This design comes from an exercise in tuning for small area, a short achievable clock period and few clock cycles on the open sky130 flow, not from production work. No functional check of the RTL was part of any run shown here. Power and IR drop assume default switching activity.

$ cat flow/run.sh
#!/bin/bash
set -euo pipefail
bash standard.sh \
  "BUFFER_PORTS_ARGS=-buffer_cell sky130_fd_sc_hd__buf_1" \
  "CTS_ARGS=-sink_clustering_enable -repair_clock_nets -dont_use_dummy_load" \
  finish > standard_flow.log 2>&1
$ cat standard.sh
#!/bin/bash
# synth_recipe.tcl (not shown) runs the flow's synth.tcl, then flattens the netlist and writes it again
# the make line also repeats each setting of config.mk as NAME=value (left out here)
make -C /OpenROAD-flow-scripts/flow DESIGN_CONFIG=/design/flow/config.mk WORK_HOME=/design/flow/orfs CLKGATE_MAP_FILE= SYNTH_SCRIPT=/design/flow/synth_recipe.tcl "${@:-finish}"
$ cat config.mk
export PLATFORM = sky130hd
export DESIGN_NAME = kmp_substring_search
export DESIGN_NICKNAME = kmp_substring_search
export VERILOG_FILES = /design/flow/design.v
export SDC_FILE = /design/flow/constraint.sdc
export NUM_CORES = 4
export LEC_CHECK = 0
export CAP_MARGIN = 20
export CORE_MARGIN = 2
export CORE_UTILIZATION = 40
export PLACE_DENSITY = 0.6
export SETUP_SLACK_MARGIN = 3.4
export SLEW_MARGIN = 20
$ cat constraint.sdc
create_clock -name core_clock -period 5.5 [get_ports {i_clk}]
set_input_delay 1.1000 -clock core_clock [delete_from_list [all_inputs] [get_ports {i_clk}]]
set_output_delay 1.1000 -clock core_clock [all_outputs]
set_load 0.01 [all_outputs]
$ cat design.v
`default_nettype none
package kmp_pkg;
    localparam int MAX_PATTERN   = 16;
    localparam int IDX_BITS      = $clog2(MAX_PATTERN);
    localparam int LEN_BITS      = IDX_BITS + 1;
    localparam int POSITION_BITS = 16;
    localparam int MATCH_BITS    = 16;
    localparam int CFG_BITS      = 64;
    localparam int PAT_BITS      = 8 * MAX_PATTERN;
    typedef logic [7:0]          t_byte;
    typedef logic [IDX_BITS-1:0] t_idx;
    typedef logic [LEN_BITS-1:0] t_len;    
    typedef logic [PAT_BITS-1:0] t_pattern;
    typedef enum logic [1:0] {
        CFG_PAT_LOW  = 2'd0,
        CFG_PAT_HIGH = 2'd1,
        CFG_PAT_LEN  = 2'd2
    } t_cfg_idx;
    typedef struct packed {
        logic busy;    
        logic clear;   
    } t_ctrl;
    function automatic t_byte pat_byte(input t_pattern pat, input t_idx k);
        pat_byte = pat[8*k +: 8];
    endfunction
endpackage
`default_nettype wire
`default_nettype none
module kmp_substring_search
(
    input  wire                 i_clk,
    input  wire                 i_rst_n,
    input  wire                 i_cfg_we,
    input  wire [1:0]           i_cfg_index,
    input  wire [63:0]          i_cfg_data,
    input  wire                 i_text_valid,
    input  wire [7:0]           i_text_byte,
    input  wire                 i_text_is_final,
    output wire                 o_text_ready,
    output wire                 o_result_valid,
    output wire                 o_result_found,
    output wire [15:0]          o_result_index,
    input  wire                 i_result_ready
);
    logic [63:0] r_pat_lo;
    logic [63:0] r_pat_hi;
    logic        r_lo_ok;      
    logic        r_hi_ok;      
    logic [4:0]  r_nn;         
    logic        r_clear_d;    
    logic        cfg_hit;
    logic [4:0]  cfg_len;
    logic [4:0]  cfg_nn;
    assign cfg_hit = i_cfg_we && (i_cfg_index != 2'd3);
    assign cfg_len = (i_cfg_data[4] && |i_cfg_data[3:0]) ? 5'd16 : i_cfg_data[4:0];
    always_comb begin
        logic lower;
        lower = 1'b0;
        for (int i = 0; i < 5; i++) begin
            cfg_nn[i] = cfg_len[i] ^ lower;
            lower     = lower | cfg_len[i];
        end
    end
    always_ff @(posedge i_clk) begin
        if (i_cfg_we && i_cfg_index == 2'd0) r_pat_lo <= i_cfg_data;
        if (i_cfg_we && i_cfg_index == 2'd1) r_pat_hi <= i_cfg_data;
    end
    always_ff @(posedge i_clk) begin
        if (!i_rst_n) begin
            r_lo_ok   <= 1'b0;
            r_hi_ok   <= 1'b0;
            r_nn      <= '0;
            r_clear_d <= 1'b0;
        end else begin
            r_clear_d <= cfg_hit;
            if (i_cfg_we && i_cfg_index == 2'd0) r_lo_ok <= 1'b1;
            if (i_cfg_we && i_cfg_index == 2'd1) r_hi_ok <= 1'b1;
            if (i_cfg_we && i_cfg_index == 2'd2) r_nn <= cfg_nn;
        end
    end
    logic [15:0] m_last;
    logic        n_zero;
    logic        n_le1;
    always_comb begin
        for (int k = 0; k < 16; k++) begin
            m_last[k] = (r_nn == 5'(32 - (k + 1)));
        end
    end
    assign n_zero = (r_nn == 5'd0);
    assign n_le1  = (r_nn == 5'd0) || (r_nn == 5'd31);
    logic [15:0] q_start;
    logic        q_at_sat;
    always_comb begin
        logic lower;
        lower = 1'b1;
        for (int i = 0; i < 5; i++) begin
            q_start[i] = !n_zero && (r_nn[i] ^ lower);
            lower      = lower & r_nn[i];
        end
    end
    assign q_start[15:5] = {11{!n_le1}};
    logic        r_rdy;
    logic        r_frz;
    logic        r_v1, r_f1;
    logic [7:0]  r_b1;
    logic [15:0] r_d;
    logic        r_v2, r_f2, r_h2;
    logic        r_ans;
    logic [15:0] r_q;          
    logic        r_out_valid;
    logic        r_out_found;
    logic [15:0] eq;
    logic        zb;
    logic [15:0] dn;
    logic        hit1;
    assign zb = (r_b1 == 8'd0);
    always_comb begin
        for (int k = 0; k < 8; k++) begin
            eq[k]     = r_lo_ok ? (r_b1 == r_pat_lo[8*k +: 8]) : zb;
            eq[k + 8] = r_hi_ok ? (r_b1 == r_pat_hi[8*k +: 8]) : zb;
        end
    end
    assign dn   = {r_d[14:0], 1'b1} & eq;
    assign hit1 = n_zero || |(dn & m_last);
    logic decide2;
    logic issue;
    logic ans_n;
    assign decide2 = r_v2 && !r_ans && (r_h2 || r_f2);
    assign issue   = !r_frz && decide2;
    assign ans_n   = (!r_frz && r_v2) ? (!r_f2 && (r_ans || r_h2)) : r_ans;
    logic proc2;
    logic cm1;
    logic maybe_n;
    logic out_valid_n;
    assign proc2       = !r_frz && r_v2;
    assign maybe_n     = r_frz ? (r_v2 && !(r_ans && !r_f2))
                               : (r_v1 && !(ans_n && !r_f1));
    assign out_valid_n = issue || (r_out_valid && !i_result_ready);
    logic [15:0] q_inc;
    logic [15:0] q_carry;
    assign q_at_sat = (&r_q[15:5]) && (r_q[4:0] == r_nn);
    assign q_carry[0] = !q_at_sat;
    for (genvar i = 1; i < 16; i++) begin : g_carry
        assign q_carry[i] = !q_at_sat && (&r_q[i-1:0]);
    end
    assign q_inc = r_q ^ q_carry;
    always_ff @(posedge i_clk) begin
        if (!i_rst_n) begin
            r_rdy       <= 1'b0;
            r_frz       <= 1'b0;
            r_v1        <= 1'b0;
            r_v2        <= 1'b0;
            r_d         <= '0;
            r_ans       <= 1'b0;
            r_out_valid <= 1'b0;
        end else if (cfg_hit) begin
            r_rdy       <= 1'b1;
            r_frz       <= 1'b0;
            r_v1        <= 1'b0;
            r_v2        <= 1'b0;
            r_d         <= '0;
            r_ans       <= 1'b0;
            r_out_valid <= out_valid_n;
        end else begin
            r_frz       <= out_valid_n && maybe_n;
            r_rdy       <= !(out_valid_n && maybe_n);
            r_out_valid <= out_valid_n;
            if (!r_frz) begin
                r_v1 <= i_text_valid && r_rdy;
                r_v2 <= r_v1;
                if (r_v1) r_d <= r_f1 ? 16'd0 : dn;
            end
            r_ans <= ans_n;
        end
    end
    always_ff @(posedge i_clk) begin
        if (!i_rst_n) begin
            r_q <= '0;
        end else if (r_clear_d) begin
            r_q <= q_start;
        end else if (issue) begin
            if (!r_h2) r_q <= '0;
        end else if (r_out_valid) begin
            if (i_result_ready) r_q <= q_start;
        end else if (proc2) begin
            if (r_f2)        r_q <= q_start;
            else if (!r_ans) r_q <= q_inc;
        end
    end
    always_ff @(posedge i_clk) begin
        if (!r_frz) begin
            r_b1 <= i_text_byte;
            r_f1 <= i_text_is_final;
            r_h2 <= hit1;
            r_f2 <= r_f1;
        end
        if (issue) r_out_found <= r_h2;
    end
    assign o_text_ready   = r_rdy;
    assign o_result_valid = r_out_valid;
    assign o_result_found = r_out_found;
    assign o_result_index = r_q;
endmodule
`default_nettype wire
==> flow_metrics.env, run 1 <==
export IMPL_clkSlewWorstSetupHoldPaths_ns=0.07
export IMPL_hpwlAfterDp_um=12400
export IMPL_power_density_mw_per_mm2=286
export IMPL_synth_seq_cells=185
export IMPL_setup_violations=0
export IMPL_cts_tree="done"
export IMPL_cellLeakagePower_uw=0.00330
export IMPL_dieArea_mm2=0.0219
export IMPL_layout_drive_gt1_share_pct=22.2
export IMPL_insertion_delay_ns=0.43
export IMPL_rows=52
export IMPL_io_pins=99
export IMPL_die_w_um=148
export IMPL_drt_total_wl_um=19800
export IMPL_synth_area_leaders="edfxtp_1, xnor2_1, dfxtp_1, nand4_1, ha_1"
export IMPL_outcome="timing/DRC/antenna clean"
export IMPL_clock_sinks=185
export IMPL_multi_input_area_mm2=0.00332
export IMPL_layout_common_cells="edfxtp_1, xnor2_1, buf_1, nand4_1, buf_4"
export IMPL_cts_made_buffers=17
export IMPL_core_area_mm2=0.0203
export IMPL_grt_antenna_before_repair=0
export IMPL_synth_edf_count=140
export IMPL_cts_buffer_depth=2
export IMPL_finClkSkew_ns=0.0170
export IMPL_cts_hold_buffers=0
export IMPL_async_flop_share_pct=0
export IMPL_syn_inst=630
export IMPL_grtUsageTotal_pct=18.4
export IMPL_hold_path_class="reg -> reg"
export IMPL_vias=5465
export IMPL_worstPathArrival_ns=2.58
export IMPL_syn_nets=720
export IMPL_die_h_um=148
export IMPL_ant_nets=0
export IMPL_relSlewSlack_pct=50.8
export IMPL_drc=0
export IMPL_start_util_pct=40.8
export IMPL_syn_area_mm2=0.00828
export IMPL_fmax_mhz=437
export IMPL_post_drt_wl_per_cell_um=19.0
export IMPL_cts_root_buf="clkbuf_16"
export IMPL_worstSetupStartpointType="flip-flop"
export IMPL_viasPerCell=5.24
export IMPL_tightestPinTransition_ns=0.738
export IMPL_grt_pass1_wl_um=30600
export IMPL_dr_first_iter_drc_count=303
export IMPL_avgSynthCellArea_um2=13.1
export IMPL_mostFrequentLayoutCell="edfxtp_1"
export IMPL_critical_path_required_ns=5.79
export IMPL_h_tree_depth=4
export IMPL_nNetsFinal=864
export IMPL_synth_seq_area_share_pct=61.7
export IMPL_io_buffers=98
export IMPL_slew_viol_final=0
export IMPL_hold_viol=0
export IMPL_tns_ns=0
export IMPL_synth_top_area_share_pct=50.8
export IMPL_ff_latch_area_mm2=0.00516
export IMPL_min_period_ns=2.29
export IMPL_grt_max_degree=66
export IMPL_grt_setup_unrepaired="true"
export IMPL_drtPass1Iterations=4
export IMPL_end_kind="flip-flop"
export IMPL_n_antenna_cell=0
export IMPL_overflow=0
export IMPL_period_share_pct=41.6
export IMPL_routabilityCongestion=0.875
export IMPL_grt_pass1_vias=5641
export IMPL_critical_path_class="reg -> reg"
export IMPL_cap_violations=0
export IMPL_synth_cell_types=61
export IMPL_nFillCells=1806
export IMPL_yosysWarnings=2
export IMPL_synth_largest_area_cell="edfxtp_1"
export IMPL_hold_slack_ns=0.475
export IMPL_ys_flop_type="edfxtp_1"
export IMPL_ir_drop_mv=0.235
export IMPL_utilization_pct=50.6
export IMPL_syn_to_final_growth_pct=24.2
export IMPL_cp_max_fo=6
-- metal layers --
layer,wire (µm),part of all wire (%),global-route usage (%)
met3,911,4.6,4.14
met1,8430,43,23.1
met4,514,2.6,5.43
met2,9920,50,32.0
met5,0,0,0
-- kinds of logic after synthesis --
logic type	share of synthesized area (%)
buf+inv	2.31
flops	61.7
compound gates	8.77
simple gates	11.1
mux	0.499
xor+xnor	14.2
fa+ha+maj	1.51
-- final timing paths --
kind	startpoint	end	slack (ns)	cells past startpoint
min	r_q[15]	r_q[15]	0.47	1
max reg2reg	r_b1[4]	r_h2	3.21	7
min reg2reg	r_q[15]	r_q[15]	0.47	1
max	r_b1[4]	r_h2	3.21	7
-- cells in the mapped netlist (9+ instances only) --
library cell    n
nand3_1        13
o21ai_1        21
buf_4           9
nand2_1        18
edfxtp_1      140
xnor2_1       130
a21oi_1        21
nor2_1         31
and2_1         14
nand4_1        36
dfxtp_1        45
buf_2           9
ha_1           10
-- power breakdown --
part / internal, µW / leakage [µW] / switching (µW) / total [µW]
Combinational: 162 / 0.00141 / 167 / 330
Clock: 537 / 0.000209 / 448 / 985
Sequential: 1570 / 0.00168 / 50.0 / 1620
-- state kept, by name, summed over array words and instances (netlist names), 5 cells and up --
name      cells
r_pat_hi     64
r_pat_lo     64
r_q          16
r_d          15
r_b1          8
r_nn          5
-- layout make-up --
| type | count | share of cell area (%) |
|---|---|---|
| inverters | 5 | 0.268 |
| clock buffers | 17 | 4.14 |
| flip-flops and latches | 185 | 50.2 |
| repair buffers | 152 | 9.82 |
| well taps | 270 | 3.29 |
| multi-input cells | 413 | 32.3 |
-- what timing repair did --
action / CTS / global route
resized for setup: 45 / 77
setup endpoints to repair: 174 / 142
pin swaps: 13 / 28
hold endpoints to repair: 0 / 0
buffers inserted: 33 / 16
gates cloned: 2 / 1
-- worst max-delay path, stage by stage (launching register included) --
cell,delay [ns]
edfxtp_1,0.50
buf_12,0.20
or4_4,0.52
nor2_4,0.15
nor2_2,0.07
or3b_4,0.44
o32ai_2,0.13
a211o_1,0.15
-- through the flow --
step,total power [µW],cells,cell area (µm²),setup WS [ns]
finish,2940,1042,10300,3.21
global route,3050,1042,10300,3.15
CTS,2930,1025,9860,3.24
detailed placement,1920,973,8950,2.54
global placement,1910,973,8950,2.64
floorplan,1830,630,8400,2.29
==> run 2: changes to the inputs <==
==> flow/run.sh (replaced) <==
#!/bin/bash
set -euo pipefail
bash standard.sh \
  "BUFFER_PORTS_ARGS=-buffer_cell sky130_fd_sc_hd__buf_1" \
  "CTS_ARGS=-sink_clustering_enable -repair_clock_nets -dont_use_dummy_load -root_buf sky130_fd_sc_hd__clkbuf_16 -buf_list sky130_fd_sc_hd__clkbuf_16 -sink_clustering_size 15 -sink_clustering_max_diameter 80" \
  finish > standard_flow.log 2>&1
--- a/config.mk
+++ b/config.mk
@@ -11,3 +11,3 @@
 export PLACE_DENSITY = 0.6
-export SETUP_SLACK_MARGIN = 3.4
+export SETUP_SLACK_MARGIN = 3.45
 export SLEW_MARGIN = 20
==> flow_metrics.env, run 2 <==
export IMPL_rows=52
export IMPL_synth_largest_area_cell="edfxtp_1"
export IMPL_layout_common_cells="edfxtp_1, xnor2_1, buf_1, buf_4, nand4_1"
export IMPL_drtPass1Iterations=5
export IMPL_syn_nets=720
export IMPL_h_tree_depth=4
export IMPL_clkSlewWorstSetupHoldPaths_ns=0.07
export IMPL_tightestPinTransition_ns=0.701
export IMPL_io_buffers=98
export IMPL_min_period_ns=2.22
export IMPL_largestRegisters="r_pat_hi: 64 flops, r_pat_lo: 64 flops, r_q: 16 flops"
export IMPL_syn_inst=630
export IMPL_syn_area_mm2=0.00828
export IMPL_routabilityCongestion=0.849
export IMPL_fin_area_mm2=0.0104
export IMPL_cp_max_fo=6
export IMPL_synth_edf_count=140
export IMPL_grt_pass1_vias=5707
export IMPL_cts_buffer_depth=2
export IMPL_n_antenna_cell=0
export IMPL_r2r_slack_ns=3.28
export IMPL_synth_area_leaders="edfxtp_1, xnor2_1, dfxtp_1, nand4_1, ha_1"
export IMPL_synth_top_area_share_pct=50.8
export IMPL_dieArea_mm2=0.0219
export IMPL_synthTopCellsByCount="edfxtp_1, xnor2_1, dfxtp_1"
export IMPL_utilization_pct=51.4
export IMPL_nNetsFinal=880
export IMPL_period_share_pct=40.3
export IMPL_synthSimpleGateAreaFrac_pct=11.1
export IMPL_grt_antenna_before_repair=0
export IMPL_core_area_mm2=0.0203
export IMPL_io_pins=99
export IMPL_nFillCells=1763
export IMPL_ant_nets=0
export IMPL_setup_ws_ns=3.28
export IMPL_whs_path_depth=2
export IMPL_grt_setup_unrepaired="true"
export IMPL_synthAdderAreaFrac_pct=1.51
export IMPL_vias=5629
export IMPL_syn_to_final_growth_pct=26.2
export IMPL_synth_cell_types=61
export IMPL_hold_path_class="reg -> reg"
export IMPL_critical_path_required_ns=5.83
export IMPL_ys_flop_type="edfxtp_1"
export IMPL_synth_xor_area_share_pct=14.2
export IMPL_synth_top_family_by_area="XOR/XNOR gates"
export IMPL_power_density_mw_per_mm2=282
export IMPL_die_w_um=148
export IMPL_dr_first_iter_drc_count=385
export IMPL_grt_max_degree=34
export IMPL_clock_sinks=185
export IMPL_cts_made_buffers=17
export IMPL_grt_pass1_wl_um=31400
export IMPL_synth_most_common_cell="edfxtp_1"
export IMPL_hold_viol=0
export IMPL_viasPerCell=5.32
export IMPL_fmax_mhz=451
export IMPL_mostFrequentLayoutCell="edfxtp_1"
export IMPL_layout_drive_gt1_share_pct=24.6
export IMPL_synthMuxAreaShare_pct=0.499
export IMPL_outcome="timing/DRC/antenna clean"
export IMPL_synth_seq_area_share_pct=61.7
export IMPL_drc=0
export IMPL_finClkSkew_ns=0.0215
export IMPL_synth_seq_cells=185
export IMPL_cellLeakagePower_uw=0.00339
export IMPL_hpwlAfterDp_um=12400
export IMPL_grtUsageTotal_pct=18.9
export IMPL_start_util_pct=40.8
export IMPL_critical_path_class="reg -> reg"
export IMPL_synth_compound_area_share_pct=8.77
export IMPL_worstPathArrival_ns=2.55
export IMPL_cts_tree="done"
export IMPL_post_drt_wl_per_cell_um=19.5
export IMPL_async_flop_share_pct=0
export IMPL_overflow=0
export IMPL_worstSetupStartpointType="flip-flop"
export IMPL_avgSynthCellArea_um2=13.1
export IMPL_dpl_cell_area_mm2=0.00894
export IMPL_die_h_um=148
export IMPL_end_kind="flip-flop"
export IMPL_cap_violations=0
export IMPL_place_ws_ns=2.58
export IMPL_ir_drop_mv=0.197
export IMPL_yosysWarnings=2
export IMPL_relSlewSlack_pct=53.2
export IMPL_hold_slack_ns=0.493
export IMPL_drt_total_wl_um=20700
export IMPL_setup_violations=0
export IMPL_slew_viol_final=0
export IMPL_insertion_delay_ns=0.42
export IMPL_r2r_cells=8
export IMPL_cts_root_buf="clkbuf_16"
export IMPL_tns_ns=0
## run 2: cell counts after synthesis
Identical to the previous run, type by type.
## run 2: logic make-up (layout without fill, tap and decap cells)
| kind of cell | count (synthesis) | count (layout) |
|---|---|---|
| compound gates | 102 | 102 |
| xor+xnor | 134 | 134 |
| fa+ha+maj | 10 | 10 |
| buf+inv | 33 | 188 |
| flops | 185 | 185 |
| mux | 4 | 4 |
| simple gates | 162 | 165 |
## run 2: through the flow
step	std cells	power (µW)
2_1_floorplan	630	1830
5_1_grt	1058	3060
3_3_place_gp	972	1910
3_5_place_dp	972	1920
4_1_cts	1036	2940
6_report	1058	2950
## run 2: cell type report
type	count	area (µm²)	area share [%]
inverter	5	23.8	0.228
tap	270	338	3.24
sequential	185	5170	49.5
clock buffer	17	425	4.07
timing repair buffer	166	1140	10.9
multi-input combinational	415	3350	32.1
## run 2: power by group
group	leakage, µW	switching, µW	internal (µW)
sequential	0.00168	44.7	1570
combinational	0.00150	180	174
clock	0.000209	440	537
## run 2: repair_timing
action / 4_1_cts / 5_1_grt
hold buffers: 0 / 0
gates cloned: 3 / 3
endpoints found under the setup margin: 181 / 111
resized for setup: 91 / 47
pin swaps: 20 / 25
setup buffers: 44 / 19
## run 2: final timing paths
kind / startpoint / to
max: r_nn[1] / r_q[8]
min: r_d[9] / r_d[9]
max reg2reg: r_nn[1] / r_q[8]
min reg2reg: r_d[9] / r_d[9]
## run 2: worst max-delay path, cell delays in order (launching register included)
cell       delay, ns
dfxtp_4         0.35
inv_4           0.06
ha_4            0.13
or3b_4          0.41
o21a_4          0.24
a2111oi_4       0.41
buf_6           0.21
a21oi_2         0.07
o221a_1         0.24
## run 2: layer usage
metal | share of wire [%] | vias up | track usage [%]
li1 | - | 2651 | -
met1 | 43 | 2799 | 23.8
met2 | 51 | 155 | 32.4
met3 | 4.2 | 24 | 3.86
met4 | 1.9 | 0 | 7.19
met5 | 0 | - | 0
==> run 3: changes to the inputs <==
--- a/design.v
+++ b/design.v
@@ -101,2 +101,9 @@
     assign q_start[15:5] = {11{!n_le1}};
+    logic [15:0] q_second;
+    always_comb begin
+        logic [4:0] v;
+        v = 5'd2;
+        for (int k = 0; k <= 16; k++) if (r_nn == 5'((32 - k) % 32)) v = 5'((34 - k) % 32);
+        q_second = {{11{v[4]}}, v};
+    end
     logic        r_rdy;
@@ -109,2 +116,3 @@
     logic [15:0] r_q;          
+    logic        r_l;          
     logic        r_out_valid;
@@ -131,3 +139,4 @@
     logic proc2;
-    logic cm1;
+    logic cnt2;
+    logic l_n;
     logic maybe_n;
@@ -135,4 +144,6 @@
     assign proc2       = !r_frz && r_v2;
-    assign maybe_n     = r_frz ? (r_v2 && !(r_ans && !r_f2))
-                               : (r_v1 && !(ans_n && !r_f1));
+    assign cnt2        = proc2 && !r_ans && !r_f2;
+    assign l_n         = !issue && (r_l || cnt2);
+    assign maybe_n     = r_frz ? (r_v2 && (r_f2 || (!r_ans && (r_l || n_le1))))
+                               : (r_v1 && (r_f1 || (!ans_n && (l_n || n_le1))));
     assign out_valid_n = issue || (r_out_valid && !i_result_ready);
@@ -176,2 +187,6 @@
     always_ff @(posedge i_clk) begin
+        if (!i_rst_n) r_l <= 1'b0;
+        else          r_l <= l_n;
+    end
+    always_ff @(posedge i_clk) begin
         if (!i_rst_n) begin
@@ -183,3 +198,3 @@
         end else if (r_out_valid) begin
-            if (i_result_ready) r_q <= q_start;
+            if (i_result_ready) r_q <= (r_l || cnt2) ? q_second : q_start;
         end else if (proc2) begin
==> flow_metrics.env, run 3 <==
export IMPL_utilization_pct=49.8
export IMPL_layout_common_cells="edfxtp_1, xnor2_1, buf_1, nor2_1, nand4_1"
export IMPL_synth_seq_cells=186
export IMPL_synth_most_common_cell="edfxtp_1"
export IMPL_switching_share_pct=23.2
export IMPL_syn_to_final_growth_pct=21.0
export IMPL_critical_path_class="reg -> reg"
export IMPL_insertion_delay_ns=0.42
export IMPL_largestRegisters="r_pat_hi: 64 flops, r_pat_lo: 64 flops, r_q: 16 flops"
export IMPL_drt_total_wl_um=21300
export IMPL_seq_power_share_pct=54.7
export IMPL_synth_edf_count=140
export IMPL_grt_setup_unrepaired="true"
export IMPL_tightestPinTransition_ns=0.663
export IMPL_hpwlAfterDp_um=13200
export IMPL_cts_buffer_depth=2
export IMPL_drtPass1Iterations=5
export IMPL_setup_violations=0
export IMPL_die_h_um=151
export IMPL_critical_path_required_ns=5.63
export IMPL_pwr_share_clk_pct=33.6
export IMPL_relSlewSlack_pct=55.7
export IMPL_drc=0
export IMPL_core_area_mm2=0.0212
export IMPL_viasPerCell=5.35
export IMPL_ant_nets=0
export IMPL_cts_tree="done"
export IMPL_synth_cell_types=65
export IMPL_cellLeakagePower_uw=0.00332
export IMPL_power_density_mw_per_mm2=281
export IMPL_ir_drop_mv=0.213
export IMPL_finClkSkew_ns=0.0223
export IMPL_io_buffers=98
export IMPL_outcome="timing/DRC/antenna clean"
export IMPL_overflow=0
export IMPL_grt_max_degree=66
export IMPL_rows=53
export IMPL_cap_violations=0
export IMPL_tns_ns=0
export IMPL_grtUsageTotal_pct=19.2
export IMPL_grt_pass1_vias=5770
export IMPL_cts_root_buf="clkbuf_16"
export IMPL_post_drt_wl_per_cell_um=19.2
export IMPL_async_flop_share_pct=0
export IMPL_hold_viol=0
export IMPL_synthTopCellsByCount="edfxtp_1, xnor2_1, dfxtp_1"
export IMPL_synth_top_area_share_pct=48.3
export IMPL_clkSlewWorstSetupHoldPaths_ns=0.06
export IMPL_combPwrFrac_pct=11.7
export IMPL_worstSetupStartpointType="flip-flop"
export IMPL_dr_first_iter_drc_count=340
export IMPL_fmax_mhz=476
export IMPL_syn_nets=803
export IMPL_io_pins=99
export IMPL_start_util_pct=41.1
export IMPL_mostFrequentLayoutCell="edfxtp_1"
export IMPL_h_tree_depth=4
export IMPL_clock_sinks=186
export IMPL_hold_path_class="reg -> reg"
export IMPL_avgSynthCellArea_um2=12.2
export IMPL_grt_pass1_wl_um=32800
export IMPL_dieArea_mm2=0.0229
export IMPL_nNetsFinal=928
export IMPL_die_w_um=151
export IMPL_switchingPower_uw=687
export IMPL_end_kind="flip-flop"
export IMPL_period_share_pct=38.2
export IMPL_routabilityCongestion=0.823
export IMPL_min_period_ns=2.10
export IMPL_layout_drive_gt1_share_pct=20.8
export IMPL_worstPathArrival_ns=2.23
export IMPL_n_antenna_cell=0
export IMPL_syn_inst=713
export IMPL_grt_antenna_before_repair=0
export IMPL_power_internal_uw=2270
export IMPL_synth_area_leaders="edfxtp_1, xnor2_1, dfxtp_1, nand4_1, a21oi_1"
export IMPL_ys_flop_type="edfxtp_1"
export IMPL_synth_largest_area_cell="edfxtp_1"
export IMPL_synth_seq_area_share_pct=58.9
export IMPL_vias=5947
export IMPL_syn_area_mm2=0.00870
export IMPL_cts_made_buffers=17
export IMPL_slew_viol_final=0
export IMPL_yosysWarnings=2
export IMPL_cp_max_fo=17
==> run 3: changes by cell type in the layout (fill, tap and decap cells not counted), sizes merged, moves of 4 or more <==
cell | previous run | this run
buf | 160 | 133
nand2 | 18 | 39
a21oi | 21 | 37
nor2 | 31 | 46
o21ai | 27 | 37
and2 | 14 | 8
nor3 | 8 | 14
a22oi | 8 | 3
nand3 | 15 | 20
a32oi | 8 | 12
o211ai | 0 | 4
==> run 3: kinds of logic after synthesis <==
| group | count (synthesis) | synth area share [%] |
|---|---|---|
| AO/OA/AOI/OAI | 127 | 9.75 |
| adder cells (fa/ha/maj) | 10 | 1.44 |
| buffers and inverters | 44 | 2.45 |
| XOR/XNOR | 137 | 13.8 |
| AND/OR/NAND/NOR | 204 | 13.1 |
| multiplexers | 5 | 0.590 |
| flip-flops | 186 | 58.9 |
==> run 3: final cells by class <==
| class | count | area [µm²] |
|---|---|---|
| repair buffers | 137 | 816 |
| clock buffers | 17 | 425 |
| multi-input cells | 487 | 3700 |
| well taps | 275 | 344 |
| inverters | 9 | 42.5 |
| flip-flops and latches | 186 | 5190 |
| fillers | 1893 | 10600 |
==> run 3: metrics by stage <==
step	area (µm²)	hold WS (ns)	instances	worst slack, ns	total power, µW
2_1_floorplan	8800	0.445	713	2.29	1850
3_5_place_dp	9390	0.472	1060	2.59	1940
6_report	10500	0.478	1111	3.40	2960
5_1_grt	10500	0.511	1111	3.32	3070
3_3_place_gp	9390	0.460	1060	2.69	1940
4_1_cts	10400	0.460	1107	3.43	2970
==> run 3: final timing paths <==
path	depth (start not counted)	end	slack (ns)	start
setup / recovery	8	r_h2	3.40	r_b1[2]
hold reg to reg	1	r_q[13]	0.48	r_q[13]
setup reg to reg	8	r_h2	3.40	r_b1[2]
hold / removal	1	r_q[13]	0.48	r_q[13]
==> run 3: timing repair <==
action                     CTS  global route
pin swaps                   12            12
cloned                       4             0
buffers inserted            26             4
hold buffers                 0             0
setup endpoints to repair  184            82
gates resized for setup    115            42
==> run 3: per-layer routing <==
layer,global-route usage [%],vias to the layer above,part of all wire (%)
li1,-,2861,-
met1,25.8,2889,45
met2,31.2,165,47
met3,4.67,32,5.8
met4,5.33,0,1.9
met5,0,-,0
==> run 3: power groups by stage <==
stage	logic, µW	clock network [µW]	registers [µW]
after floorplan	207	0	1640
after global placement	288	0	1650
after detailed placement	289	0	1650
after CTS	335	1020	1620
after global routing	379	1070	1630
final	346	994	1620
==> run 3: critical path, cell delays in order (launching register included) <==
cell	delay [ns]
edfxtp_1	0.40
buf_12	0.20
nor4_2	0.08
a21oi_1	0.30
o21ai_0	0.14
nand4_1	0.11
nand2_1	0.08
nor4_2	0.32
o311ai_1	0.17
==> run 4: changes to the inputs <==
==> flow/run.sh (replaced) <==
#!/bin/bash
set -euo pipefail
bash standard.sh \
  "BUFFER_PORTS_ARGS=-buffer_cell sky130_fd_sc_hd__buf_1" \
  "CTS_ARGS=-sink_clustering_enable -repair_clock_nets -dont_use_dummy_load" \
  finish > standard_flow.log 2>&1
--- a/config.mk
+++ b/config.mk
@@ -11,3 +11,3 @@
 export PLACE_DENSITY = 0.6
-export SETUP_SLACK_MARGIN = 3.45
+export SETUP_SLACK_MARGIN = 3.4
 export SLEW_MARGIN = 20
==> flow_metrics.env, run 4 <==
export IMPL_synth_seq_area_share_pct=58.9
export IMPL_synth_compound_area_share_pct=9.75
export IMPL_synth_area_leaders="edfxtp_1, xnor2_1, dfxtp_1, nand4_1, a21oi_1"
export IMPL_grtUsageTotal_pct=18.7
export IMPL_synth_top_family_by_area="XOR/XNOR gates"
export IMPL_min_period_ns=2.12
export IMPL_whs_path_depth=1
export IMPL_io_buffers=98
export IMPL_met1_length_um=9790
export IMPL_r2r_slack_ns=3.38
export IMPL_synth_most_common_cell="edfxtp_1"
export IMPL_viasPerCell=5.33
export IMPL_critPathTopFamily="simple AND/OR/NAND/NOR gates"
export IMPL_start_util_pct=41.1
export IMPL_critical_path_required_ns=5.82
export IMPL_critical_path_class="reg -> reg"
export IMPL_grt_pass1_wl_um=31900
export IMPL_cts_tree="done"
export IMPL_power_density_mw_per_mm2=281
export IMPL_cts_hold_buffers=0
export IMPL_core_area_mm2=0.0212
export IMPL_synth_cell_types=65
export IMPL_r2r_start="r_nn[1]"
export IMPL_drt_total_wl_um=21100
export IMPL_drc=0
export IMPL_routabilityCongestion=0.832
export IMPL_period_share_pct=38.5
export IMPL_route_met2_wl_um=9930
export IMPL_cts_root_buf="clkbuf_16"
export IMPL_cpMaxStageDelayCell="or4b_4"
export IMPL_crit_buf_inv=1
export IMPL_hold_viol=0
export IMPL_n_antenna_cell=0
export IMPL_worstHoldEndpoint="r_q[15]"
export IMPL_drtPass1Iterations=5
export IMPL_syn_inst=713
export IMPL_synthMuxAreaShare_pct=0.590
export IMPL_cts_made_buffers=17
export IMPL_die_w_um=151
export IMPL_synthSimpleGateAreaFrac_pct=13.1
export IMPL_layout_common_cells="edfxtp_1, xnor2_1, buf_1, nor2_1, nand4_1"
export IMPL_rows=53
export IMPL_synth_edf_count=140
export IMPL_grt_max_degree=66
export IMPL_wl_met3_um=1060
export IMPL_r2r_cells=8
export IMPL_numPlacedInstances=1058
export IMPL_dr_max_layer_used="met5"
export IMPL_syn_area_mm2=0.00870
export IMPL_synthTopCellsByCount="edfxtp_1, xnor2_1, dfxtp_1"
export IMPL_overflow=0
export IMPL_grt_pass1_vias=5534
export IMPL_relSlewSlack_pct=54.5
export IMPL_insertion_delay_ns=0.43
export IMPL_synth_xor_area_share_pct=13.8
export IMPL_setup_violations=0
export IMPL_end_kind="flip-flop"
export IMPL_cp_max_fo=8
export IMPL_min_from="r_q[15]"
export IMPL_ys_flop_type="edfxtp_1"
export IMPL_synth_top_area_share_pct=48.3
export IMPL_dr_first_iter_drc_count=324
export IMPL_tns_ns=0
export IMPL_crit_chain="inv_4 > ha_4 > or4b_4 > and2_4 > a21boi_4 > nand2_4 > nor3_2 > nor3_2"
export IMPL_fin_cells=1114
export IMPL_synth_largest_area_cell="edfxtp_1"
export IMPL_reg2reg_to="r_q[9]"
export IMPL_worstSetupStartpointType="flip-flop"
export IMPL_grt_antenna_before_repair=1
export IMPL_slew_viol_final=0
export IMPL_syn_to_final_growth_pct=21.4
export IMPL_crit_top_cell="nor3_2"
export IMPL_outcome="timing/DRC/antenna clean"
export IMPL_cap_violations=0
export IMPL_layout_drive_gt1_share_pct=21.8
export IMPL_async_flop_share_pct=0
export IMPL_grt_setup_unrepaired="true"
export IMPL_clock_sinks=186
export IMPL_max_stage_delay_ns=0.48
export IMPL_hpwlAfterDp_um=13200
export IMPL_avgSynthCellArea_um2=12.2
export IMPL_nFillCells=1869
export IMPL_worstPathArrival_ns=2.44
export IMPL_vias=5933
export IMPL_nNetsFinal=931
export IMPL_synthAdderAreaFrac_pct=1.44
export IMPL_clkSlewWorstSetupHoldPaths_ns=0.07
export IMPL_cts_buffer_depth=2
export IMPL_hold_path_class="reg -> reg"
export IMPL_dieArea_mm2=0.0229
export IMPL_yosysWarnings=2
export IMPL_io_pins=99
export IMPL_path_depth=8
export IMPL_h_tree_depth=4
export IMPL_post_drt_wl_per_cell_um=18.9
export IMPL_ir_drop_mv=0.225
export IMPL_ant_nets=0
export IMPL_fmax_mhz=472
export IMPL_die_h_um=151
export IMPL_largestRegisters="r_pat_hi: 64 flops, r_pat_lo: 64 flops, r_q: 16 flops"
export IMPL_tightestPinTransition_ns=0.681
export IMPL_cellLeakagePower_uw=0.00330
export IMPL_syn_nets=803
export IMPL_finClkSkew_ns=0.0226
export IMPL_mostFrequentLayoutCell="edfxtp_1"
export IMPL_synth_seq_cells=186
## run 4: cell count changes in the layout (fill, tap and decap cells not counted), sizes merged
cell	previous run	this run
clkbuf	21	26
and3b	4	2
buf	133	132
clkdlybuf4s15	0	1
## run 4: how the worst max path moves through the flow
stage                   start     endpoint  slack, ns
3_5_place_dp   i_result_ready      r_q[14]       2.60
4_1_cts               r_nn[1]       r_q[1]       3.24
2_1_floorplan        i_cfg_we  r_pat_lo[0]       2.29
3_3_place_gp   i_result_ready       r_q[5]       2.65
6_report              r_nn[1]       r_q[9]       3.38
5_1_grt               r_nn[1]       r_q[1]       3.25
## run 4: routing by layer
metal	up-vias	GRT usage (%)
met1	2905	26.0
met3	22	3.98
met5	-	0
met2	147	29.4
met4	2	5.75
li1	2857	-
## run 4: metrics by stage
step | power [µW] | cell area, µm² | hold WS, ns | worst slack [ns] | util, %
after detailed placement | 1940 | 9360 | 0.470 | 2.60 | 44.2
after CTS | 2950 | 10200 | 0.478 | 3.24 | 48.1
final | 2960 | 10600 | 0.450 | 3.38 | 49.9
after global placement | 1940 | 9360 | 0.459 | 2.65 | 44.2
after global routing | 3070 | 10600 | 0.471 | 3.25 | 49.9
after floorplan | 1850 | 8770 | 0.445 | 2.29 | -
## run 4: cell families (layout without fill, tap and decap cells)
group	after synthesis	in the layout
flops	186	186
xor+xnor	137	137
fa+ha+maj	10	10
simple gates	204	205
buf+inv	44	168
compound gates	127	128
mux	5	5
## run 4: what timing repair did
action,CTS,global route
resized for setup,74,74
setup buffers,17,20
endpoints found under the setup margin,177,149
pin swaps,8,28
cloned,2,0
## run 4: area by class of cell
cell class                      instances  area [µm²]  area share, %
Timing Repair Buffer                  142         786           7.44
Multi-Input combinational cell        485        3790           35.9
Clock buffer                           17         425           4.03
Tap cell                              275         344           3.26
Sequential cell                       186        5170           49.0
Inverter                                9        42.5          0.403
## run 4: power breakdown
group | internal [µW] | leakage, µW | switching (µW)
sequential | 1580 | 0.00168 | 46.6
clock | 538 | 0.000209 | 463
combinational | 155 | 0.00141 | 186
## run 4: worst reg2reg max path, stage by stage (launching register included)
cell      delay [ns]
dfxtp_4         0.39
inv_4           0.07
ha_4            0.14
or4b_4          0.48
and2_4          0.18
a21boi_4        0.31
nand2_4         0.16
nor3_2          0.23
nor3_2          0.06
==> run 5: changes to the inputs <==
--- a/design.v
+++ b/design.v
@@ -50,2 +50,3 @@
     logic        r_clear_d;    
+    logic        r_clear_dd;   
     logic        cfg_hit;
@@ -73,4 +74,6 @@
             r_clear_d <= 1'b0;
+            r_clear_dd <= 1'b0;
         end else begin
             r_clear_d <= cfg_hit;
+            r_clear_dd <= r_clear_d;
             if (i_cfg_we && i_cfg_index == 2'd0) r_lo_ok <= 1'b1;
@@ -90,2 +93,4 @@
     assign n_le1  = (r_nn == 5'd0) || (r_nn == 5'd31);
+    logic [15:0] q_start_c;
+    logic [5:0]  r_qs;         
     logic [15:0] q_start;
@@ -96,3 +101,3 @@
         for (int i = 0; i < 5; i++) begin
-            q_start[i] = !n_zero && (r_nn[i] ^ lower);
+            q_start_c[i] = !n_zero && (r_nn[i] ^ lower);
             lower      = lower & r_nn[i];
@@ -100,10 +105,7 @@
     end
-    assign q_start[15:5] = {11{!n_le1}};
-    logic [15:0] q_second;
-    always_comb begin
-        logic [4:0] v;
-        v = 5'd2;
-        for (int k = 0; k <= 16; k++) if (r_nn == 5'((32 - k) % 32)) v = 5'((34 - k) % 32);
-        q_second = {{11{v[4]}}, v};
-    end
+    assign q_start_c[15:5] = {11{!n_le1}};
+    always_ff @(posedge i_clk) begin
+        r_qs <= q_start_c[5:0];
+    end
+    assign q_start = {{10{r_qs[5]}}, r_qs};
     logic        r_rdy;
@@ -116,3 +118,2 @@
     logic [15:0] r_q;          
-    logic        r_l;          
     logic        r_out_valid;
@@ -120,10 +121,9 @@
     logic [15:0] eq;
-    logic        zb;
+    logic        r_zb1;        
     logic [15:0] dn;
     logic        hit1;
-    assign zb = (r_b1 == 8'd0);
     always_comb begin
         for (int k = 0; k < 8; k++) begin
-            eq[k]     = r_lo_ok ? (r_b1 == r_pat_lo[8*k +: 8]) : zb;
-            eq[k + 8] = r_hi_ok ? (r_b1 == r_pat_hi[8*k +: 8]) : zb;
+            eq[k]     = r_lo_ok ? (r_b1 == r_pat_lo[8*k +: 8]) : r_zb1;
+            eq[k + 8] = r_hi_ok ? (r_b1 == r_pat_hi[8*k +: 8]) : r_zb1;
         end
@@ -139,4 +139,3 @@
     logic proc2;
-    logic cnt2;
-    logic l_n;
+    logic cm1;
     logic maybe_n;
@@ -144,6 +143,4 @@
     assign proc2       = !r_frz && r_v2;
-    assign cnt2        = proc2 && !r_ans && !r_f2;
-    assign l_n         = !issue && (r_l || cnt2);
-    assign maybe_n     = r_frz ? (r_v2 && (r_f2 || (!r_ans && (r_l || n_le1))))
-                               : (r_v1 && (r_f1 || (!ans_n && (l_n || n_le1))));
+    assign maybe_n     = r_frz ? (r_v2 && !(r_ans && !r_f2))
+                               : (r_v1 && !(ans_n && !r_f1));
     assign out_valid_n = issue || (r_out_valid && !i_result_ready);
@@ -187,9 +184,5 @@
     always_ff @(posedge i_clk) begin
-        if (!i_rst_n) r_l <= 1'b0;
-        else          r_l <= l_n;
-    end
-    always_ff @(posedge i_clk) begin
         if (!i_rst_n) begin
             r_q <= '0;
-        end else if (r_clear_d) begin
+        end else if (r_clear_dd) begin
             r_q <= q_start;
@@ -198,3 +191,3 @@
         end else if (r_out_valid) begin
-            if (i_result_ready) r_q <= (r_l || cnt2) ? q_second : q_start;
+            if (i_result_ready) r_q <= q_start;
         end else if (proc2) begin
@@ -207,2 +200,3 @@
             r_b1 <= i_text_byte;
+            r_zb1 <= (i_text_byte == 8'd0);
             r_f1 <= i_text_is_final;
==> flow_metrics.env, run 5 <==
export IMPL_grt_max_degree=66
export IMPL_hpwlAfterDp_um=13800
export IMPL_cts_root_buf="clkbuf_16"
export IMPL_vias=6128
export IMPL_async_flop_share_pct=0
export IMPL_worstHoldEndpoint="r_clear_dd"
export IMPL_synth_cell_types=69
export IMPL_hold_viol=0
export IMPL_hold_path_class="reg -> reg"
export IMPL_cts_made_buffers=17
export IMPL_power_internal_uw=2310
export IMPL_insertion_delay_ns=0.44
export IMPL_cpMaxStageDelayCell="or4_4"
export IMPL_n_antenna_cell=0
export IMPL_min_from="r_clear_d"
export IMPL_end_kind="flip-flop"
export IMPL_grt_pass1_vias=6034
export IMPL_slew_viol_final=0
export IMPL_switchingPower_uw=670
export IMPL_period_share_pct=42.0
export IMPL_syn_inst=726
export IMPL_avgSynthCellArea_um2=12.3
export IMPL_grtUsageTotal_pct=18.2
export IMPL_cts_tree="done"
export IMPL_drtPass1Iterations=5
export IMPL_clock_sinks=193
export IMPL_combPwrFrac_pct=10.1
export IMPL_min_period_ns=2.31
export IMPL_crit_chain="buf_4 > ha_2 > nand3_2 > a211oi_2 > or4_4 > nor4_4 > nand4_1 > or3_1"
export IMPL_syn_to_final_growth_pct=22.4
export IMPL_die_h_um=153
export IMPL_io_pins=99
export IMPL_post_drt_wl_per_cell_um=18.6
export IMPL_io_buffers=98
export IMPL_fin_cells=1149
export IMPL_worstPathArrival_ns=2.48
export IMPL_ys_flop_type="edfxtp_1"
export IMPL_critical_path_required_ns=5.67
export IMPL_syn_nets=816
export IMPL_nFillCells=1898
export IMPL_routabilityCongestion=0.881
export IMPL_whs_path_depth=1
export IMPL_fin_area_mm2=0.0109
export IMPL_grt_antenna_before_repair=0
export IMPL_cap_violations=0
export IMPL_yosysWarnings=2
export IMPL_viasPerCell=5.33
export IMPL_rows=54
export IMPL_nNetsFinal=961
export IMPL_finClkSkew_ns=0.0230
export IMPL_outcome="timing/DRC/antenna clean"
export IMPL_syn_area_mm2=0.00890
export IMPL_synth_seq_cells=193
export IMPL_drt_total_wl_um=21400
export IMPL_ant_nets=0
export IMPL_critical_path_class="reg -> reg"
export IMPL_r2r_cells=8
export IMPL_cellLeakagePower_uw=0.00355
export IMPL_layout_common_cells="edfxtp_1, buf_1, xor2_1, xnor2_1, buf_4"
export IMPL_synthTopCellsByCount="edfxtp_1, xnor2_1, xor2_1"
export IMPL_h_tree_depth=4
export IMPL_dieArea_mm2=0.0235
export IMPL_reg2reg_to="r_h2"
export IMPL_grt_pass1_wl_um=32800
export IMPL_synth_edf_count=141
export IMPL_r2r_start="r_nn[0]"
export IMPL_power_density_mw_per_mm2=274
export IMPL_seq_power_share_pct=56.4
export IMPL_worstSetupStartpointType="flip-flop"
export IMPL_synth_largest_area_cell="edfxtp_1"
export IMPL_ir_drop_mv=0.199
export IMPL_grt_setup_unrepaired="true"
export IMPL_cp_max_fo=5
export IMPL_start_util_pct=40.8
export IMPL_die_w_um=153
export IMPL_numPlacedInstances=1072
export IMPL_overflow=0
export IMPL_pwr_share_clk_pct=33.5
export IMPL_tns_ns=0
export IMPL_cts_buffer_depth=2
export IMPL_dr_first_iter_drc_count=470
export IMPL_clkSlewWorstSetupHoldPaths_ns=0.06
export IMPL_mostFrequentLayoutCell="edfxtp_1"
export IMPL_drc=0
export IMPL_switching_share_pct=22.5
export IMPL_cts_hold_buffers=0
export IMPL_synth_area_leaders="edfxtp_1, dfxtp_1, xnor2_1, xor2_1, nor2_1"
export IMPL_setup_violations=0
export IMPL_largestRegisters="r_pat_hi: 64 flops, r_pat_lo: 64 flops, r_q: 16 flops"
export IMPL_synth_most_common_cell="edfxtp_1"
export IMPL_max_stage_delay_ns=0.53
export IMPL_synth_top_area_share_pct=47.6
export IMPL_synth_seq_area_share_pct=59.3
export IMPL_layout_drive_gt1_share_pct=21.2
export IMPL_r2r_slack_ns=3.19
export IMPL_dpl_cell_area_mm2=0.00960
export IMPL_tightestPinTransition_ns=0.677
export IMPL_core_area_mm2=0.0218
export IMPL_fmax_mhz=432
export IMPL_relSlewSlack_pct=54.9
-- run 5: changes by cell type after synthesis, sizes merged, moves of 10 or more --
cell,delta
nand4,-14
xor2,+59
a32oi,-11
xnor2,-62
inv,+10
o21ai,-23
nor4,+11
-- run 5: metal layers --
layer  GRT usage (%)  vias to the layer above  wire length (µm)
met2            30.0                      181             10300
met5               0                        -                 0
met4            6.13                        0               420
met1            23.9                     2978              9650
li1                -                     2941                 -
met3            3.94                       28              1080
-- run 5: cell families (layout without fill, tap and decap cells) --
logic type	Yosys count	count (layout)	share of synthesized area [%]
AND/OR/NAND/NOR	220	220	13.2
flip-flops	193	193	59.3
XOR/XNOR	134	134	13.2
AO/OA/AOI/OAI	109	109	8.69
buffers and inverters	54	197	3.50
adder cells (fa/ha/maj)	10	10	1.41
multiplexers	6	6	0.703
-- run 5: through the flow --
step,worst slack (ns),total power [µW],hold WS (ns),utilization [%]
2_1_floorplan,2.29,1870,0.412,-
3_3_place_gp,2.71,1950,0.431,44.0
3_5_place_dp,2.67,1960,0.432,44.0
4_1_cts,3.16,2980,0.455,48.2
5_1_grt,3.08,3080,0.464,49.9
6_report,3.19,2980,0.456,49.9
-- run 5: cell type report --
| class | instances | area, µm² | area share [%] |
|---|---|---|---|
| Timing Repair Buffer | 161 | 1040 | 9.52 |
| Multi-Input combinational cell | 479 | 3650 | 33.5 |
| Inverter | 19 | 83.8 | 0.770 |
| Clock buffer | 17 | 425 | 3.91 |
| Sequential cell | 193 | 5350 | 49.1 |
| Tap cell | 280 | 350 | 3.22 |
-- run 5: how the worst max path moves through the flow --
stage               startpoint           to  slack (ns)  cells after the start
floorplan             i_cfg_we  r_pat_lo[0]        2.29                      1
global placement       r_b1[4]         r_h2        2.71                      6
detailed placement     r_b1[4]         r_h2        2.67                      6
CTS                    r_lo_ok         r_h2        3.16                      6
global route           r_nn[0]         r_h2        3.08                      8
finish                 r_nn[0]         r_h2        3.19                      8
-- run 5: power groups by stage --
| stage | clock [µW] | combinational (µW) | sequential [µW] |
|---|---|---|---|
| 2_1_floorplan | 0 | 182 | 1690 |
| 3_5_place_dp | 0 | 216 | 1740 |
| 6_report | 997 | 302 | 1680 |
| 3_3_place_gp | 0 | 215 | 1740 |
| 4_1_cts | 1020 | 279 | 1680 |
| 5_1_grt | 1070 | 330 | 1690 |
-- run 5: timing repair --
item | 4_1_cts | 5_1_grt
buffers inserted | 40 | 18
pin swaps | 7 | 16
resized for setup | 35 | 49
hold endpoints to repair | 0 | 0
endpoints found under the setup margin | 173 | 73
gates cloned | 0 | 2
-- run 5: critical path: cells and delay by family, from the launching register on --
kind	cells	cell delay [ns]
compound gates	1	0.07
fa+ha+maj	1	0.22
buf+inv	1	0.14
flops	1	0.36
simple gates	5	1.27
==> run 6: changes to the inputs <==
--- a/design.v
+++ b/design.v
@@ -121,3 +121,3 @@
     logic [15:0] eq;
-    logic        r_zb1;        
+    logic        zb;
     logic [15:0] dn;
@@ -126,8 +126,9 @@
         for (int k = 0; k < 8; k++) begin
-            eq[k]     = r_lo_ok ? (r_b1 == r_pat_lo[8*k +: 8]) : r_zb1;
-            eq[k + 8] = r_hi_ok ? (r_b1 == r_pat_hi[8*k +: 8]) : r_zb1;
-        end
-    end
-    assign dn   = {r_d[14:0], 1'b1} & eq;
-    assign hit1 = n_zero || |(dn & m_last);
+            eq[k]     = r_lo_ok ? (r_b1 == r_pat_lo[8*k +: 8]) : zb;
+            eq[k + 8] = r_hi_ok ? (r_b1 == r_pat_hi[8*k +: 8]) : zb;
+        end
+    end
+    assign zb   = (r_b1 == 8'd0);
+    assign dn   = {r_d[14:0], 1'b1} & {16{!r_frz}} & eq;
+    assign hit1 = (!r_frz && n_zero) || |(dn & m_last);
     logic decide2;
@@ -200,8 +201,9 @@
             r_b1 <= i_text_byte;
-            r_zb1 <= (i_text_byte == 8'd0);
             r_f1 <= i_text_is_final;
-            r_h2 <= hit1;
             r_f2 <= r_f1;
         end
-        if (issue) r_out_found <= r_h2;
+    end
+    always_ff @(posedge i_clk) begin
+        r_h2        <= (r_frz && r_h2) || hit1;
+        r_out_found <= (issue && r_h2) || (!issue && r_out_found);
     end
==> flow/run.sh (replaced) <==
#!/bin/bash
set -euo pipefail
bash standard.sh \
  "BUFFER_PORTS_ARGS=-buffer_cell sky130_fd_sc_hd__buf_1" \
  "CTS_ARGS=-sink_clustering_enable -repair_clock_nets -dont_use_dummy_load -root_buf sky130_fd_sc_hd__clkbuf_16 -buf_list sky130_fd_sc_hd__clkbuf_16 -sink_clustering_size 15 -sink_clustering_max_diameter 80" \
  finish > standard_flow.log 2>&1
--- a/config.mk
+++ b/config.mk
@@ -11,3 +11,3 @@
 export PLACE_DENSITY = 0.6
-export SETUP_SLACK_MARGIN = 3.4
+export SETUP_SLACK_MARGIN = 3.45
 export SLEW_MARGIN = 20
==> flow_metrics.env, run 6 <==
export IMPL_outcome="timing/DRC/antenna clean"
export IMPL_seq_power_share_pct=56.0
export IMPL_period_share_pct=37.6
export IMPL_layout_drive_gt1_share_pct=20.9
export IMPL_syn_area_mm2=0.00850
export IMPL_numPlacedInstances=1005
export IMPL_drtPass1Iterations=5
export IMPL_synth_area_leaders="edfxtp_1, xnor2_1, dfxtp_1, nand4_1, nor2_1"
export IMPL_clkSlewWorstSetupHoldPaths_ns=0.07
export IMPL_largestRegisters="r_pat_hi: 64 flops, r_pat_lo: 64 flops, r_q: 16 flops"
export IMPL_switchingPower_uw=663
export IMPL_grt_pass1_vias=5824
export IMPL_finClkSkew_ns=0.0243
export IMPL_async_flop_share_pct=0
export IMPL_cap_violations=0
export IMPL_cts_hold_buffers=0
export IMPL_min_period_ns=2.07
export IMPL_die_w_um=150
export IMPL_grtUsageTotal_pct=18.7
export IMPL_io_buffers=98
export IMPL_fmax_mhz=484
export IMPL_min_from="r_clear_d"
export IMPL_hpwlAfterDp_um=12800
export IMPL_r2r_start="r_b1[0]"
export IMPL_synth_largest_area_cell="edfxtp_1"
export IMPL_setup_ws_ns=3.43
export IMPL_avgSynthCellArea_um2=12.9
export IMPL_cts_tree="done"
export IMPL_grt_pass1_wl_um=31700
export IMPL_vias=5659
export IMPL_grt_antenna_before_repair=0
export IMPL_relSlewSlack_pct=61.9
export IMPL_cts_buffer_depth=2
export IMPL_worstHoldEndpoint="r_clear_dd"
export IMPL_whs_path_depth=1
export IMPL_tns_ns=0
export IMPL_viasPerCell=5.32
export IMPL_power_internal_uw=2300
export IMPL_crit_buf_inv=1
export IMPL_post_drt_wl_per_cell_um=19.1
export IMPL_synth_cell_types=64
export IMPL_critical_path_required_ns=5.57
export IMPL_synth_edf_count=139
export IMPL_dieArea_mm2=0.0224
export IMPL_synth_top_area_share_pct=49.1
export IMPL_synth_seq_area_share_pct=61.6
export IMPL_grt_max_degree=66
export IMPL_setup_violations=0
export IMPL_ir_drop_mv=0.197
export IMPL_end_kind="flip-flop"
export IMPL_nNetsFinal=881
export IMPL_yosysWarnings=2
export IMPL_start_util_pct=40.6
export IMPL_cts_made_buffers=17
export IMPL_h_tree_depth=4
export IMPL_die_h_um=150
export IMPL_synth_most_common_cell="edfxtp_1"
export IMPL_synthTopCellsByCount="edfxtp_1, xnor2_1, dfxtp_1"
export IMPL_tightestPinTransition_ns=0.571
export IMPL_switching_share_pct=22.4
export IMPL_r2r_slack_ns=3.48
export IMPL_mostFrequentLayoutCell="edfxtp_1"
export IMPL_pwr_share_clk_pct=33.5
export IMPL_combPwrFrac_pct=10.5
export IMPL_ant_nets=0
export IMPL_insertion_delay_ns=0.43
export IMPL_syn_inst=659
export IMPL_rows=53
export IMPL_cellLeakagePower_uw=0.00332
export IMPL_worstPathArrival_ns=2.14
export IMPL_crit_chain="buf_1 > and3b_2"
export IMPL_core_area_mm2=0.0210
export IMPL_ys_flop_type="edfxtp_1"
export IMPL_critPathTopFamily="simple AND/OR/NAND/NOR gates"
export IMPL_routabilityCongestion=0.870
export IMPL_syn_nets=749
export IMPL_grt_setup_unrepaired="true"
export IMPL_syn_to_final_growth_pct=22.1
export IMPL_r2r_cells=8
export IMPL_place_ws_ns=2.64
export IMPL_dr_first_iter_drc_count=420
export IMPL_clock_sinks=192
export IMPL_max_stage_delay_ns=0.61
export IMPL_cts_root_buf="clkbuf_16"
export IMPL_cp_max_fo=16
export IMPL_hold_path_class="reg -> reg"
export IMPL_slew_viol_final=0
export IMPL_worstSetupStartpointType="primary input"
export IMPL_reg2reg_to="r_h2"
export IMPL_drt_total_wl_um=20400
export IMPL_cpMaxStageDelayCell="and3b_2"
export IMPL_fin_cells=1064
export IMPL_hold_viol=0
export IMPL_overflow=0
export IMPL_drc=0
export IMPL_power_density_mw_per_mm2=285
export IMPL_critical_path_class="in -> reg"
export IMPL_n_antenna_cell=0
export IMPL_synth_seq_cells=192
export IMPL_io_pins=99
export IMPL_layout_common_cells="edfxtp_1, xnor2_1, buf_1, nand4_1, nor2_1"
export IMPL_total_power_uw=2960
[run 6: changes by cell type after synthesis, moves of 8 or more]
cell	previous run	this run
xnor2_1	68	130
xor2_1	66	7
a21oi_1	33	15
o21ai_0	11	24
nor2_1	50	38
a32oi_1	1	12
nand4_1	25	36
nor3_1	16	5
inv_1	18	8
nand2_1	33	23
nor4_1	14	4
and2_1	3	11
[run 6: through the flow]
step | util [%] | hold WS [ns] | area [µm²]
6_report | 49.5 | 0.440 | 10400
5_1_grt | 49.5 | 0.485 | 10400
4_1_cts | 48.4 | 0.438 | 10100
3_5_place_dp | 44.0 | 0.430 | 9220
3_3_place_gp | 44.0 | 0.418 | 9220
2_1_floorplan | - | 0.412 | 8670
[run 6: worst max path at each step]
stage                         from            to  slack [ns]  cells past startpoint
floorplan                 i_cfg_we   r_pat_lo[0]        2.29                      1
global placement           i_rst_n          r_v2        2.75                      3
detailed placement         i_rst_n          r_v2        2.64                      3
CTS                        r_b1[1]          r_h2        3.38                      8
global route               r_b1[2]          r_h2        3.37                      9
finish              i_cfg_index[0]  r_pat_hi[18]        3.43                      2
[run 6: repair_timing]
item,CTS,global route
pin swaps,9,15
hold endpoints to repair,0,0
resized for setup,75,44
endpoints found under the setup margin,183,53
buffers inserted,29,10
gates cloned,3,0
[run 6: kinds of logic after synthesis]
| family | Yosys count | share of synthesized area [%] |
|---|---|---|
| buf+inv | 39 | 2.58 |
| mux | 3 | 0.353 |
| simple gates | 176 | 11.6 |
| compound gates | 102 | 8.30 |
| fa+ha+maj | 10 | 1.47 |
| xor+xnor | 137 | 14.1 |
| flops | 192 | 61.6 |
[run 6: area by class of cell]
class,count,area [µm²]
tap,275,344
multi-input combinational,431,3420
fill,1847,10600
clock buffer,17,425
sequential,192,5290
timing repair buffer,140,858
inverter,9,37.5
[run 6: per-layer routing]
metal,global-route usage [%],wire length (µm),vias up
met5,0,0,-
met4,4.95,241,0
met3,4.24,1330,20
met2,30.7,9640,187
met1,25.2,9150,2772
li1,-,-,2680
[run 6: power by group through the flow]
| stage | clock, µW | combinational [µW] | sequential [µW] |
|---|---|---|---|
| after floorplan | 0 | 184 | 1680 |
| after global placement | 0 | 229 | 1720 |
| after detailed placement | 0 | 234 | 1720 |
| after CTS | 1020 | 296 | 1660 |
| after global routing | 1080 | 339 | 1660 |
| final | 994 | 311 | 1660 |
==> run 7: changes to the inputs <==
--- a/config.mk
+++ b/config.mk
@@ -11,3 +11,3 @@
 export PLACE_DENSITY = 0.6
-export SETUP_SLACK_MARGIN = 3.45
+export SETUP_SLACK_MARGIN = 3.55
 export SLEW_MARGIN = 20
==> flow_metrics.env, run 7 <==
export IMPL_cts_root_buf="clkbuf_16"
export IMPL_tightestPinTransition_ns=0.587
export IMPL_grt_pass1_wl_um=31800
export IMPL_route_met2_wl_um=10100
export IMPL_syn_area_mm2=0.00850
export IMPL_drt_total_wl_um=21000
export IMPL_setup_ws_ns=3.38
export IMPL_vias=5777
export IMPL_io_buffers=98
export IMPL_drc=0
export IMPL_nNetsFinal=903
export IMPL_finClkSkew_ns=0.0222
export IMPL_mostFrequentLayoutCell="edfxtp_1"
export IMPL_cts_buffer_depth=2
export IMPL_whs_path_depth=1
export IMPL_met1_length_um=9290
export IMPL_die_w_um=150
export IMPL_slew_viol_final=0
export IMPL_grt_pass1_vias=5892
export IMPL_power_internal_uw=2320
export IMPL_cts_hold_buffers=0
export IMPL_avgSynthCellArea_um2=12.9
export IMPL_syn_inst=659
export IMPL_switchingPower_uw=663
export IMPL_synth_seq_area_share_pct=61.6
export IMPL_tns_ns=0
export IMPL_async_flop_share_pct=0
export IMPL_dr_max_layer_used="met4"
export IMPL_die_h_um=150
export IMPL_worstSetupStartpointType="primary input"
export IMPL_worstPathArrival_ns=2.47
export IMPL_rows=53
export IMPL_synth_edf_count=139
export IMPL_syn_nets=749
export IMPL_fmax_mhz=471
export IMPL_synth_largest_area_cell="edfxtp_1"
export IMPL_cap_violations=0
export IMPL_syn_to_final_growth_pct=27.2
export IMPL_hold_slack_ns=0.436
export IMPL_hold_viol=0
export IMPL_io_pins=99
export IMPL_grt_antenna_before_repair=0
export IMPL_critical_path_class="in -> reg"
export IMPL_outcome="timing/DRC/antenna clean"
export IMPL_n_antenna_cell=0
export IMPL_routabilityCongestion=0.864
export IMPL_min_from="r_clear_d"
export IMPL_clock_sinks=192
export IMPL_hpwlAfterDp_um=12700
export IMPL_dr_first_iter_drc_count=386
export IMPL_ys_flop_type="edfxtp_1"
export IMPL_utilization_pct=51.6
export IMPL_grt_setup_unrepaired="true"
export IMPL_fin_area_mm2=0.0108
export IMPL_drtPass1Iterations=5
export IMPL_ant_nets=0
export IMPL_synth_top_area_share_pct=49.1
export IMPL_cts_made_buffers=17
export IMPL_combPwrFrac_pct=11.2
export IMPL_synth_area_leaders="edfxtp_1, xnor2_1, dfxtp_1, nand4_1, nor2_1"
export IMPL_r2r_slack_ns=3.44
export IMPL_hold_path_class="reg -> reg"
export IMPL_pwr_share_clk_pct=33.0
export IMPL_place_ws_ns=2.64
export IMPL_layout_drive_gt1_share_pct=25.0
export IMPL_synth_seq_cells=192
export IMPL_seq_power_share_pct=55.7
export IMPL_wl_met3_um=1360
export IMPL_start_util_pct=40.6
export IMPL_yosysWarnings=2
export IMPL_grt_max_degree=34
export IMPL_end_kind="flip-flop"
export IMPL_r2r_cells=8
export IMPL_r2r_start="r_b1[1]"
export IMPL_synth_most_common_cell="edfxtp_1"
export IMPL_synthTopCellsByCount="edfxtp_1, xnor2_1, dfxtp_1"
export IMPL_critical_path_required_ns=5.84
export IMPL_dpl_cell_area_mm2=0.00922
export IMPL_switching_share_pct=22.2
export IMPL_cellLeakagePower_uw=0.00351
export IMPL_min_period_ns=2.12
export IMPL_power_density_mw_per_mm2=276
export IMPL_cp_max_fo=5
export IMPL_worstHoldEndpoint="r_clear_dd"
export IMPL_viasPerCell=5.32
export IMPL_reg2reg_to="r_h2"
export IMPL_setup_violations=0
export IMPL_relSlewSlack_pct=60.8
export IMPL_h_tree_depth=4
export IMPL_cts_tree="done"
export IMPL_largestRegisters="r_pat_hi: 64 flops, r_pat_lo: 64 flops, r_q: 16 flops"
export IMPL_insertion_delay_ns=0.43
export IMPL_clkSlewWorstSetupHoldPaths_ns=0.06
export IMPL_ir_drop_mv=0.200
export IMPL_period_share_pct=38.6
export IMPL_dieArea_mm2=0.0224
export IMPL_synth_cell_types=64
export IMPL_overflow=0
export IMPL_core_area_mm2=0.0210
export IMPL_grtUsageTotal_pct=19.0
export IMPL_layout_common_cells="edfxtp_1, xnor2_1, buf_1, buf_4, nand4_1"
export IMPL_post_drt_wl_per_cell_um=19.3
-- run 7: per-stage QoR --
stage,power [µW],instances
final,2980,1086
after global routing,3100,1086
after CTS,2990,1076
after detailed placement,1950,1005
after global placement,1940,1005
after floorplan,1870,659
-- run 7: per-layer routing --
| layer | up-vias | global-route usage (%) |
|---|---|---|
| li1 | 2732 | - |
| met1 | 2851 | 25.1 |
| met2 | 174 | 31.2 |
| met3 | 20 | 4.66 |
| met4 | 0 | 5.33 |
| met5 | - | 0 |
-- run 7: worst max-delay path by stage --
stage,from,endpoint,slack (ns),cells past startpoint
6_report,i_result_ready,r_q[3],3.38,10
5_1_grt,r_f2,r_q[15],3.35,6
4_1_cts,r_b1[1],r_h2,3.39,8
3_5_place_dp,i_rst_n,r_v2,2.64,3
3_3_place_gp,i_rst_n,r_v2,2.73,3
2_1_floorplan,i_cfg_we,r_pat_lo[0],2.29,1
-- run 7: what timing repair did --
action                                  in CTS  in global routing
gates resized for setup                    110                 44
hold endpoints to repair                     0                  0
endpoints found under the setup margin     186                100
pin swaps                                   11                 19
cloned                                       3                  2
buffers inserted                            51                  8
-- run 7: power groups by stage --
stage	Sequential, µW	Combinational [µW]	Clock (µW)
after floorplan	1680	184	0
after detailed placement	1720	233	0
after global routing	1670	364	1070
after global placement	1720	229	0
final	1660	335	984
after CTS	1660	319	1010
-- run 7: cells by family (layout without fill, tap and decap cells) --
group | count (synthesis) | in the layout | synth area share (%)
XOR/XNOR | 137 | 137 | 14.1
multiplexers | 3 | 3 | 0.353
adder cells (fa/ha/maj) | 10 | 10 | 1.47
AO/OA/AOI/OAI | 102 | 102 | 8.30
flip-flops | 192 | 192 | 61.6
AND/OR/NAND/NOR | 176 | 180 | 11.6
buffers and inverters | 39 | 187 | 2.58
-- run 7: worst max-delay path: stages --
cell,delay (ns)
buf_6,0.07
nand2b_4,0.12
a21oi_4,0.07
a211o_4,0.36
buf_4,0.15
buf_12,0.13
buf_4,0.14
nor2_2,0.09
o211ai_1,0.09
o21ai_1,0.15
-- run 7: cell type report --
cell class / count / area [µm²]
repair buffers: 161 / 1190
flip-flops and latches: 192 / 5300
clock buffers: 17 / 425
fillers: 1838 / 10100
multi-input cells: 432 / 3510
inverters: 9 / 37.5
well taps: 275 / 344

==> separate check: timing with driven ports <==
The results above use ideal ports. As a check the final layouts listed here were re-extracted and re-timed, cells and wires unchanged. Step 1 (the two cells are an assumption about what drives the block):
set clk [get_ports {i_clk}]
set_driving_cell -lib_cell sky130_fd_sc_hd__clkbuf_16 $clk
set_driving_cell -lib_cell sky130_fd_sc_hd__buf_2 [delete_from_list [all_inputs] $clk]
Step 2, shift: input delay + t, output delay - t, t = (earliest + latest rising clock arrival at the registers) / 2. This alone moves slack from input paths to output paths. Slacks: ideal / step 1 / step 2; pairs: ideal / step 1.
| run | t (ns) | setup slack, ns | worst data-port slew with drivers (ns) | pins driven straight from the clock port |
|---|---|---|---|---|
| run 1 | 0.463 | 3.212 / 3.212 / 2.907 | 0.04 | 1 |
| run 2 | 0.468 | 3.283 / 3.283 / 2.905 | 0.05 | 1 |
| run 3 | 0.458 | 3.397 / 3.397 / 3.034 | 0.05 | 1 |
| run 4 | 0.463 | 3.381 / 3.381 / 2.977 | 0.07 | 1 |
| run 5 | 0.473 | 3.187 / 3.187 / 2.955 | 0.05 | 1 |
| run 6 | 0.457 | 3.432 / 3.427 / 2.970 | 0.06 | 1 |
| run 7 | 0.459 | 3.376 / 3.381 / 2.922 | 0.06 | 1 |
After both steps setup and hold are still met in every run listed. The setup slack of run 6, which loses most, moves by -0.005 ns with the drivers and by -0.462 ns with both steps.
